This design comes from an exercise in tuning for small area and a short achievable clock period on the open sky130 flow, not from production work.
Function was checked by simulation only, so behaviour that the tests miss may differ from the original.
Power is estimated from default activity; no workload was simulated.

== oak ==
==> flow/design.v (excerpt) <==
module frame_buffer_top (
	input  wire logic                     clk_133M,
	input  wire logic                     rst_133,
	input  wire logic [9:0]               cam_i,         
	input  wire logic                     cam_valid_i,
	output logic [5:0]                     cmd_o,         
	output logic                          cmd_valid_o,
	input  wire logic                     cmd_ready_i,
	output logic [fb_pkg::PIX_W-1:0]      wr_data_o,
	output logic                          wr_valid_o,
	input  wire logic                     wr_ready_i,
	input  wire logic [fb_pkg::PIX_W-1:0] rd_data_i,
	input  wire logic                     rd_valid_i,
	input  wire logic                     frame_start_i,
	output logic [fb_pkg::PIX_W-1:0]      pix_o,
	output logic                          pix_valid_o,
	input  wire logic                     pix_ready_i
);
Size in the first run: ~4200 cells after synthesis, ~2100 flip-flops, about 75 I/O pins, ~78000 um^2 of cells after synthesis.
export LEC_CHECK = 0
export ABC_CLOCK_PERIOD_IN_PS = 2500
export CAP_MARGIN = 20
export CORE_MARGIN = 2
export CORE_UTILIZATION = 45
export CTS_CLUSTER_DIAMETER = 100
export CTS_CLUSTER_SIZE = 30
export SETUP_SLACK_MARGIN = 3.0
export SLEW_MARGIN = 20
export TNS_END_PERCENT = 100
create_clock -name core_clock -period 5.5 [get_ports {clk_133M}]
standard.sh (not shown) runs the stock make flow with config.mk's settings and CLKGATE_MAP_FILE= SYNTH_SCRIPT=/design/flow/synth_recipe.tcl, a recipe that flattens the netlist after the stock synthesis.
==> flow/flow/run.sh <==
#!/bin/bash
set -euo pipefail
bash standard.sh \
	"BUFFER_PORTS_ARGS=-buffer_cell sky130_fd_sc_hd__buf_4" \
	SKIP_VT_SWAP=1 SKIP_CRIT_VT_SWAP=1 \
	finish > flow_make.log 2>&1
The flow did not stop early for oak: all stages ran, and the layout cleared the timing, DRC and antenna checks.
#### Input delta (pine over oak)
diff --git a/flow/design.v b/flow/design.v
--- a/flow/design.v
+++ b/flow/design.v
@@ -157,26 +157,30 @@
 	end
 	always_ff @(posedge clk_133M) begin
 		if (sr_we) begin
 			sr[0] <= din_i;
 			for (int i = 1; i < SLOTS; i++) begin
 				sr[i] <= sr[i-1];
 			end
 		end
 	end
-	always_ff @(posedge clk_133M or negedge rst_133) begin
-		if (!rst_133) begin
-			head <= '0;
-		end else if (do_push && to_head) begin
-			head <= din_i;
-		end else if (sr_rd) begin
-			head <= sr_q;
-		end
+	logic                       head_ld_din;
+	logic                       head_ld_sr;
+	logic                       head_hold;
+	logic [fb_pkg::PIX_W-1:0]   head_n;
+	assign head_ld_din = do_push && to_head;
+	assign head_ld_sr  = sr_rd;
+	assign head_hold   = !(head_ld_din || head_ld_sr);
+	assign head_n      = ({fb_pkg::PIX_W{head_hold}} & head)
+	                   | ({fb_pkg::PIX_W{head_ld_din}} & din_i)
+	                   | ({fb_pkg::PIX_W{head_ld_sr}} & sr_q);
+	always_ff @(posedge clk_133M) begin
+		head <= head_n;
 	end
 	always_ff @(posedge clk_133M or negedge rst_133) begin
 		if (!rst_133) begin
 			nempty     <= 1'b0;
 			idx_lo     <= 8'h80;
 			idx_hi     <= 8'h80;
 			sr_empty   <= 1'b1;
 			full       <= 1'b0;
 			ge_burst   <= 1'b0;
@@ -340,20 +344,23 @@
 	assign cmd_o.bank = cmd_bank;
 	assign cmd_o.row  = cmd_row;
 	assign rd_busy    = st_rd || (st_cmd && cmd_op == fb_pkg::MEM_READ);
 	assign fs_req     = fs_pend || frame_start_i;
 	assign fs_serve   = fs_req && !rd_busy;
 	assign wr_go      = wr_ge_burst_i;
 	assign rd_go      = rd_room_burst_i && !rd_frame_done && !fs_req;
 	assign word_beat  = wr_pop_o || rd_push_o;
 	assign burst_last = word_beat && (word_cnt == 4'(fb_pkg::BURST_LEN - 1));
-	always_ff @(posedge clk_133M) begin
-		if (idle) begin
+	always_ff @(posedge clk_133M or negedge rst_133) begin
+		if (!rst_133) begin
+			cmd_bank <= '0;
+			cmd_row  <= '0;
+		end else if (idle) begin
 			if (wr_go) begin
 				cmd_bank <= banks_nxt_i.cam_bank;
 				cmd_row  <= wr_row;
 			end else begin
 				cmd_bank <= banks_nxt_i.vga_bank;
 				cmd_row  <= rd_row;
 			end
 		end
 	end
### Flow results
- Going from oak to pine, number of cells in the finished layout apart from fillers shrinks by about 1.4%.
- pine vs oak — post-synthesis simple-gate area fraction dropped 0.35 points.
- Clock buffer count from CTS ended up 3.6% lower on pine than on oak.
- No stage failed in pine, and the final checks on the layout all came back clean.
- [compare] base=oak new=pine: half-perimeter wire length after placement decreased about 3%, sequential cell count neither gained nor lost much, fraction of final layout cells with drive strength greater than 1 +1.1 points.

---

Another version of the RTL of frame_buffer_top (not shown whole).
For scale: about 4200 cells after synthesis, ~75 I/O pins.
export LEC_CHECK = 0
export ABC_CLOCK_PERIOD_IN_PS = 2500
export CAP_MARGIN = 20
export CORE_MARGIN = 2
export CORE_UTILIZATION = 45
export CTS_CLUSTER_DIAMETER = 100
export CTS_CLUSTER_SIZE = 30
export SETUP_SLACK_MARGIN = 3.0
export SLEW_MARGIN = 20
export TNS_END_PERCENT = 100
create_clock -name core_clock -period 5.5 [get_ports {clk_133M}]
Scripts as last shown in full above: flow/flow/run.sh
==> next run, changes <==
--- a/flow/design.v
+++ b/flow/design.v
@@ -156,22 +156,24 @@
 		end
 	end
 	always_ff @(posedge clk_133M) begin
 		if (sr_we) begin
 			sr[0] <= din_i;
 			for (int i = 1; i < SLOTS; i++) begin
 				sr[i] <= sr[i-1];
 			end
 		end
 	end
-	always_ff @(posedge clk_133M) begin
-		if (do_push && to_head) begin
+	always_ff @(posedge clk_133M or negedge rst_133) begin
+		if (!rst_133) begin
+			head <= '0;
+		end else if (do_push && to_head) begin
 			head <= din_i;
 		end else if (sr_rd) begin
 			head <= sr_q;
 		end
 	end
 	always_ff @(posedge clk_133M or negedge rst_133) begin
 		if (!rst_133) begin
 			nempty     <= 1'b0;
 			idx_lo     <= 8'h80;
 			idx_hi     <= 8'h80;
@@ -337,22 +339,25 @@
 	assign cmd_o.op   = fb_pkg::mem_op_e'(cmd_op_q);
 	assign cmd_o.bank = cmd_bank;
 	assign cmd_o.row  = cmd_row;
 	assign rd_busy    = st_rd || (st_cmd && cmd_op == fb_pkg::MEM_READ);
 	assign fs_req     = fs_pend || frame_start_i;
 	assign fs_serve   = fs_req && !rd_busy;
 	assign wr_go      = wr_ge_burst_i;
 	assign rd_go      = rd_room_burst_i && !rd_frame_done && !fs_req;
 	assign word_beat  = wr_pop_o || rd_push_o;
 	assign burst_last = word_beat && (word_cnt == 4'(fb_pkg::BURST_LEN - 1));
-	always_ff @(posedge clk_133M) begin
-		if (idle) begin
+	always_ff @(posedge clk_133M or negedge rst_133) begin
+		if (!rst_133) begin
+			cmd_bank <= '0;
+			cmd_row  <= '0;
+		end else if (idle) begin
 			if (wr_go) begin
 				cmd_bank <= banks_nxt_i.cam_bank;
 				cmd_row  <= wr_row;
 			end else begin
 				cmd_bank <= banks_nxt_i.vga_bank;
 				cmd_row  <= rd_row;
 			end
 		end
 	end
 	always_ff @(posedge clk_133M or negedge rst_133) begin
Result:
- The new run went through all stages and came out clean
- clock skew goes up by 0.016 ns
- core utilization increases by 0.46 points
- routed wire length rises by 2.2%
- worst setup slack gains 0.063 ns
- power increases by 2.2%
- cell area went up by 0.72%

==> separate check: timing with driven ports <==
Ports are ideal in the flow. The routed layouts listed here were re-timed in OpenROAD. Step 1 assumes that a clkbuf_16 drives the clock port and a buf_2 every other input. Step 2 also shifts input and output timing later by t, the mid clock arrival at the registers, as if the neighbouring blocks saw the same clock. Slacks: ideal ports / drivers / drivers and shift; pairs: ideal ports / drivers.
| run | t (ns) | setup WS [ns] | pins driven straight from the clock port |
|---|---|---|---|
| oak | 0.814 | 2.991 / 2.916 / 2.311 | 1 |
| pine | 0.817 | 3.021 / 2.966 / 2.217 | 1 |
| the first run of note 2 | 0.814 | 2.918 / 2.835 / 2.238 | 1 |
| the second run of note 2 | 0.815 | 2.981 / 2.899 / 2.340 | 1 |
After both steps every run listed still meets setup and hold. For pine, which loses most, drivers alone change the setup slack by -0.055 ns; drivers and shift together by -0.804 ns.
